Source: an optimization exercise on an open RTL-to-GDS flow (aim: small area, a short achievable clock period and few clock cycles). Production flows keep margins and buffers that such runs may drop. Only simulation tests tie the RTL to the original design; equivalence was not proved. Power figures rest on the tool's default switching activity, not on a simulated workload.

==> flow/design.v (excerpt) <==
module pe_top
(
  input  logic    CLK,
  input  logic    rst_n,
  input  logic    req_valid,
  output logic    req_ready,
  input  pe_pkg::opnd_t   req_a,
  input  pe_pkg::opnd_t   req_b,
  input  pe_pkg::pe_out_t req_d,
  input  logic    req_propagate,
  input  pe_pkg::shift_t  req_shift,
  output logic    res_valid,
  input  logic    res_ready,
  output pe_pkg::pe_out_t res
);
Settings: LEC_CHECK=0, ABC_AREA=1, CAP_MARGIN=20, CORE_MARGIN=2, CORE_UTILIZATION=60, CTS_BUF_LIST=sky130_fd_sc_hd__clkbuf_4 sky130_fd_sc_hd__clkbuf_8, SETUP_SLACK_MARGIN=3.3, SLEW_MARGIN=20; clock period 7.0 ns.
standard.sh (not shown) runs the stock make flow with config.mk's settings and CLKGATE_MAP_FILE= SYNTH_SCRIPT=/design/flow/synth_recipe.tcl, a recipe that flattens the netlist after the stock synthesis.
==> flow/flow/run.sh <==
#!/bin/bash
# The standard layout, with the port buffers inserted as the smallest
# buffer cell (the repair steps resize them where timing needs it).
set -euo pipefail
export BUFFER_PORTS_ARGS="-buffer_cell sky130_fd_sc_hd__buf_1"
bash standard.sh finish > standard_flow.log 2>&1
Testbench counts at the start, summed over its fixed seeds: cycles 12,016.
Then changed:
--- a/flow/design.v
+++ b/flow/design.v
@@ -347,16 +347,18 @@
   assign pp[33] = zc37;
   assign pp[34] = pp_7_7;
   assign pp[35] = 1'b1;
 endmodule
 module mac_acc
 (
   input  logic [35:0] pp,
-  input  logic [31:0] base,
-  output logic [31:0] y
+  input  logic [15:0] base,
+  output logic [15:0] y,
+  output logic        inc,
+  output logic        dec
 );
   logic ys0;
   logic yc0;
   assign ys0 = pp[9] ^ pp[10];
   assign yc0 = pp[9] & pp[10];
   logic ys1;
   logic yc1;
@@ -465,19 +467,17 @@
   assign k0 = (kc == '0);
   always_comb begin
     k2 = 1'b0;
     for (int i = 0; i < 2; i++)
       for (int j = i + 1; j < 2; j++)
         k2 = k2 | (kc[i] & kc[j]);
   end
-  logic [15:0] hi_inc, hi_dec, hi;
-  assign hi_inc = base[31:16] + 16'd1;
-  assign hi_dec = base[31:16] - 16'd1;
-  assign hi = k2 ? hi_inc : (k0 ? hi_dec : base[31:16]);
-  assign y = {hi, lo[15:0]};
+  assign y = lo[15:0];
+  assign inc = k2;
+  assign dec = k0;
 endmodule
 `timescale 1ns/10ps
 module round_sat_stage
 (
   input  logic signed [31:0] x,
   input  logic [4:0]         shift,
   output logic [18:0]        y
@@ -537,20 +537,27 @@
   logic        v0;
   logic [PPW-1:0] pp0;      
   logic [PPW-1:0] pp_in;
   logic [18:0] d0;
   logic        f0;           
   logic [4:0]  s0;
   logic        last_prop;
-  logic [31:0] acc;
+  logic [15:0] acc_lo;
+  logic [15:0] acc_hi;       
+  logic        acc_inc;      
+  logic        acc_dec;      
+  logic [15:0] hi_res;       
+  logic [31:0] acc;          
   logic [18:0] pre;
   logic        slot;         
   logic        adv;          
   logic [31:0] base;
-  logic [31:0] sum;
+  logic [15:0] sum_lo;
+  logic        sum_inc;
+  logic        sum_dec;
   logic [18:0] rs_y;
   assign slot      = !res_valid || res_ready;
   assign adv       = v0 && slot;
   assign req_ready = !v0 || slot;
   always_ff @(posedge CLK or negedge rst_n) begin
     if (!rst_n) begin
       v0        <= 1'b0;
@@ -569,34 +576,53 @@
     end
   end
   mac_pp pp_i (
     .a  (req_a),
     .b  (req_b),
     .pp (pp_in)
   );
+  always_comb begin
+    logic ones, zeros;
+    ones  = 1'b1;
+    zeros = 1'b1;
+    for (int i = 0; i < 16; i++) begin
+      hi_res[i] = acc_hi[i] ^ ((acc_inc && ones) || (acc_dec && zeros));
+      ones  = ones && acc_hi[i];
+      zeros = zeros && !acc_hi[i];
+    end
+  end
+  assign acc  = {hi_res, acc_lo};
   assign base = f0 ? {{13{pre[18]}}, pre} : acc;
   mac_acc mac_i (
     .pp   (pp0),
-    .base (base),
-    .y    (sum)
+    .base (base[15:0]),
+    .y    (sum_lo),
+    .inc  (sum_inc),
+    .dec  (sum_dec)
   );
   round_sat_stage round_i (
     .x     (acc),
     .shift (s0),
     .y     (rs_y)
   );
   always_ff @(posedge CLK or negedge rst_n) begin
     if (!rst_n) begin
-      acc       <= '0;
+      acc_lo    <= '0;
+      acc_hi    <= '0;
+      acc_inc   <= 1'b0;
+      acc_dec   <= 1'b0;
       pre       <= '0;
       res_valid <= 1'b0;
     end else begin
       if (slot) res_valid <= v0;
       if (adv) begin
-        acc <= sum;
+        acc_lo  <= sum_lo;
+        acc_hi  <= base[31:16];
+        acc_inc <= sum_inc;
+        acc_dec <= sum_dec;
         pre <= d0;
       end
     end
   end
   always_ff @(posedge CLK) begin
     if (slot) begin
       res <= f0 ? rs_y : pre;
Maximum frequency is about the same.
Utilization went up by 3.0 points.
Global-route usage went down by 1.4 points.
Non-clock buffer count went up by 25.
Setup slack gets better by 0.0065 ns.
Worst hold slack hardly moves.
Via count went down by 0.42%.
Design area went up by 3.8%.
Wire length went down by 0.46%.
Testbench counts after the change, summed over its fixed seeds: cycles 12,016.

========
pe_top, a different RTL version from the one above (not shown whole).
Size in the first run: ~1300 cells after synthesis, roughly 140 flip-flops, roughly 66 I/O pins, roughly 11000 sq um of cells after synthesis.
==> module round_sat_stage, before the edit <==
module round_sat_stage
(
  input  logic signed [31:0] x,
  input  logic [4:0]         shift,
  output logic [18:0]        y,        
  output logic               up        
);
  logic [32:0] x0;
  logic [34:0] t16;
  logic [26:0] t8;
  logic [22:0] t4;
  logic [20:0] t2;
  logic [19:0] t1;
  logic        sticky;
  logic [13:0] above;      
  logic        hi_ok;      
  logic        rnd;
  logic [18:0] q;
  always_comb begin
    x0 = {x, 1'b0};
    for (int i = 0; i < 35; i++)
      t16[i] = shift[4] ? ((i + 16 < 33) ? x0[i+16] : x[31]) : ((i < 33) ? x0[i] : x[31]);
    for (int i = 0; i < 27; i++) t8[i] = shift[3] ? t16[i+8] : t16[i];
    for (int i = 0; i < 23; i++) t4[i] = shift[2] ? t8[i+4]  : t8[i];
    for (int i = 0; i < 21; i++) t2[i] = shift[1] ? t4[i+2]  : t4[i];
    for (int i = 0; i < 20; i++) t1[i] = shift[0] ? t2[i+1]  : t2[i];
    q = t1[19:1];
    sticky = (shift[4] && (|x0[15:0])) || (shift[3] && (|t16[7:0])) ||
             (shift[2] && (|t8[3:0]))  || (shift[1] && (|t4[1:0])) ||
             (shift[0] && t2[0]);
    above[13] = 1'b0;
    for (int k = 12; k >= 0; k--) above[k] = above[k+1] | (x[18+k] ^ x[31]);
    hi_ok = (shift >= 5'd14) ? 1'b1 : !above[shift[3:0]];
    rnd = t1[0] && (sticky || t1[1]);
    if (!hi_ok) begin
      y  = x[31] ? 19'h40000 : 19'h3ffff;
      up = 1'b0;
    end else begin
      y  = q;
      up = rnd && (q != 19'h3ffff);
    end
  end
endmodule
==> module pe_top, before the edit <==
module pe_top
(
  input  logic    CLK,
  input  logic    rst_n,
  input  logic    req_valid,
  output logic    req_ready,
  input  pe_pkg::opnd_t   req_a,
  input  pe_pkg::opnd_t   req_b,
  input  pe_pkg::pe_out_t req_d,
  input  logic    req_propagate,
  input  pe_pkg::shift_t  req_shift,
  output logic    res_valid,
  input  logic    res_ready,
  output pe_pkg::pe_out_t res
);
  localparam int PPW = 36;
  logic        v0;
  logic [PPW-1:0] pp0;      
  logic [PPW-1:0] pp_in;
  logic [18:0] d0;
  logic        f0;           
  logic [4:0]  s0;
  logic        last_prop;
  logic [15:0] acc_lo;
  logic [15:0] acc_hi;       
  logic        acc_inc;      
  logic        acc_dec;      
  logic [15:0] hi_res;       
  logic [31:0] acc;          
  logic [18:0] pre;
  logic [18:0] res_q;        
  logic        up_q;
  logic        slot;         
  logic        adv;          
  logic [31:0] base;
  logic [15:0] sum_lo;
  logic        sum_inc;
  logic        sum_dec;
  logic [18:0] rs_y;
  logic        rs_up;
  assign slot      = !res_valid || res_ready;
  assign adv       = v0 && slot;
  assign req_ready = !v0 || slot;
  always_ff @(posedge CLK or negedge rst_n) begin
    if (!rst_n) begin
      v0        <= 1'b0;
      last_prop <= 1'b0;
    end else if (req_ready) begin
      v0 <= req_valid;
      if (req_valid) last_prop <= req_propagate;
    end
  end
  always_ff @(posedge CLK) begin
    if (req_ready) begin
      pp0 <= pp_in;
      d0 <= req_d;
      f0 <= req_propagate ^ last_prop;
      s0 <= req_shift;
    end
  end
  mac_pp pp_i (
    .a  (req_a),
    .b  (req_b),
    .pp (pp_in)
  );
  always_comb begin
    logic ones, zeros;
    ones  = 1'b1;
    zeros = 1'b1;
    for (int i = 0; i < 16; i++) begin
      hi_res[i] = acc_hi[i] ^ ((acc_inc && ones) || (acc_dec && zeros));
      ones  = ones && acc_hi[i];
      zeros = zeros && !acc_hi[i];
    end
  end
  assign acc  = {hi_res, acc_lo};
  assign base = f0 ? {{13{pre[18]}}, pre} : acc;
  mac_acc mac_i (
    .pp   (pp0),
    .base (base[15:0]),
    .y    (sum_lo),
    .inc  (sum_inc),
    .dec  (sum_dec)
  );
  round_sat_stage round_i (
    .x     (acc),
    .shift (s0),
    .y     (rs_y),
    .up    (rs_up)
  );
  always_ff @(posedge CLK or negedge rst_n) begin
    if (!rst_n) begin
      acc_lo    <= '0;
      acc_hi    <= '0;
      acc_inc   <= 1'b0;
      acc_dec   <= 1'b0;
      pre       <= '0;
      res_valid <= 1'b0;
    end else begin
      if (slot) res_valid <= v0;
      if (adv) begin
        acc_lo  <= sum_lo;
        acc_hi  <= base[31:16];
        acc_inc <= sum_inc;
        acc_dec <= sum_dec;
        pre <= d0;
      end
    end
  end
  always_ff @(posedge CLK) begin
    if (slot) begin
      res_q <= f0 ? rs_y : pre;
      up_q  <= f0 && rs_up;
    end
  end
  assign res = res_q + 19'(up_q);
endmodule
==> flow/config.mk <==
export PLATFORM = sky130hd
export DESIGN_NAME = pe_top
export DESIGN_NICKNAME = pe_top
export VERILOG_FILES = /design/flow/design.v
export SDC_FILE = /design/flow/constraint.sdc
export NUM_CORES = 4
export LEC_CHECK = 0
export CAP_MARGIN = 20
export CORE_MARGIN = 2
export CORE_UTILIZATION = 60
export CTS_BUF_LIST = sky130_fd_sc_hd__clkbuf_4 sky130_fd_sc_hd__clkbuf_8
export SETUP_SLACK_MARGIN = 3.3
export SLEW_MARGIN = 20
==> flow/constraint.sdc <==
create_clock -name core_clock -period 7.0 [get_ports {CLK}]
set_input_delay 1.4000 -clock core_clock [delete_from_list [all_inputs] [get_ports {CLK}]]
set_output_delay 1.4000 -clock core_clock [all_outputs]
set_load 0.01 [all_outputs]
==> flow/flow/run.sh <==
#!/bin/bash
# The standard layout with two changes: synthesis maps the adder logic with
# ABC instead of extracting full/half adder cells (ADDER_MAP_FILE empty), and
# the port buffers are inserted as the smallest buffer cell (the repair
# steps resize them where timing needs it).
set -euo pipefail
export BUFFER_PORTS_ARGS="-buffer_cell sky130_fd_sc_hd__buf_1"
bash standard.sh ADDER_MAP_FILE= finish > standard_flow.log 2>&1
Testbench counts at the start, summed over its fixed seeds: cycles 12,016.
Rerun with:
--- a/flow/design.v
+++ b/flow/design.v
@@ -514,9 +514,9 @@
       y  = x[31] ? 19'h40000 : 19'h3ffff;
       up = 1'b0;
     end else begin
       y  = q;
-      up = rnd && (q != 19'h3ffff);
+      up = rnd;
     end
   end
 endmodule
 `timescale 1ns/10ps
@@ -619,14 +619,14 @@
       pre       <= '0;
       res_valid <= 1'b0;
     end else begin
       if (slot) res_valid <= v0;
+      acc_hi  <= (adv && f0) ? base[31:16] : hi_res;
+      acc_inc <= adv && sum_inc;
+      acc_dec <= adv && sum_dec;
       if (adv) begin
         acc_lo  <= sum_lo;
-        acc_hi  <= base[31:16];
-        acc_inc <= sum_inc;
-        acc_dec <= sum_dec;
-        pre <= d0;
+        pre     <= d0;
       end
     end
   end
   always_ff @(posedge CLK) begin
@@ -634,6 +634,8 @@
       res_q <= f0 ? rs_y : pre;
       up_q  <= f0 && rs_up;
     end
   end
-  assign res = res_q + 19'(up_q);
+  logic [19:0] res_inc;
+  assign res_inc = {1'b0, res_q} + 20'(up_q);
+  assign res = (up_q && res_q == 19'h3ffff) ? 19'h3ffff : res_inc[18:0];
 endmodule
Outcome:
- sequential power drops by a few percent
- combinational power climbs by a few percent
- area after synthesis drops by a few percent
- count of clock-buffer cells in the layout climbs by 2
- worst setup slack is worse by 440 ps
- final cell count drops by a little under a tenth
- total power drops slightly
- die area drops by a few percent
- sequential cell count stays the same
- synthesized cell count drops by a little under a tenth
- worst hold slack is better by 28 ps
- fmax drops by roughly a tenth
- register-to-register slack is worse by 60 ps
- global-route usage climbs by 0.31 points
Testbench counts after the change, summed over its fixed seeds: cycles 12,016.

what the ideal ports hide:
In the flow no input, the clock included, has a driving cell. The finished layouts below were timed again as built, in two steps. Step 1 sets driving cells, clkbuf_16 on the clock port and buf_2 on the other inputs (assumed; they add their load-dependent delay and slew). Step 2, shift: input delay + t, output delay - t, t = (earliest + latest rising clock arrival at the registers) / 2. This alone moves slack from input paths to output paths. Slacks: no drivers / after step 1 / after step 2; pairs: no drivers / after step 1.
run | t, ns | setup WS [ns] | worst hold slack (ns)
the first run of note 1 | 0.492 | 3.378 / 3.368 / 2.907 | 0.448 / 0.448 / 0.448
the second run of note 1 | 0.487 | 3.385 / 3.402 / 2.915 | 0.450 / 0.450 / 0.450
the first run of note 2 | 0.505 | 3.063 / 3.022 / 3.221 | 0.452 / 0.452 / 0.452
the second run of note 2 | 0.504 | 2.626 / 2.588 / 3.093 | 0.480 / 0.480 / 0.480
After both steps setup and hold are still met in every run listed. For the first run of note 1, which loses most, drivers alone change the setup slack by -0.010 ns; drivers and shift together by -0.471 ns.
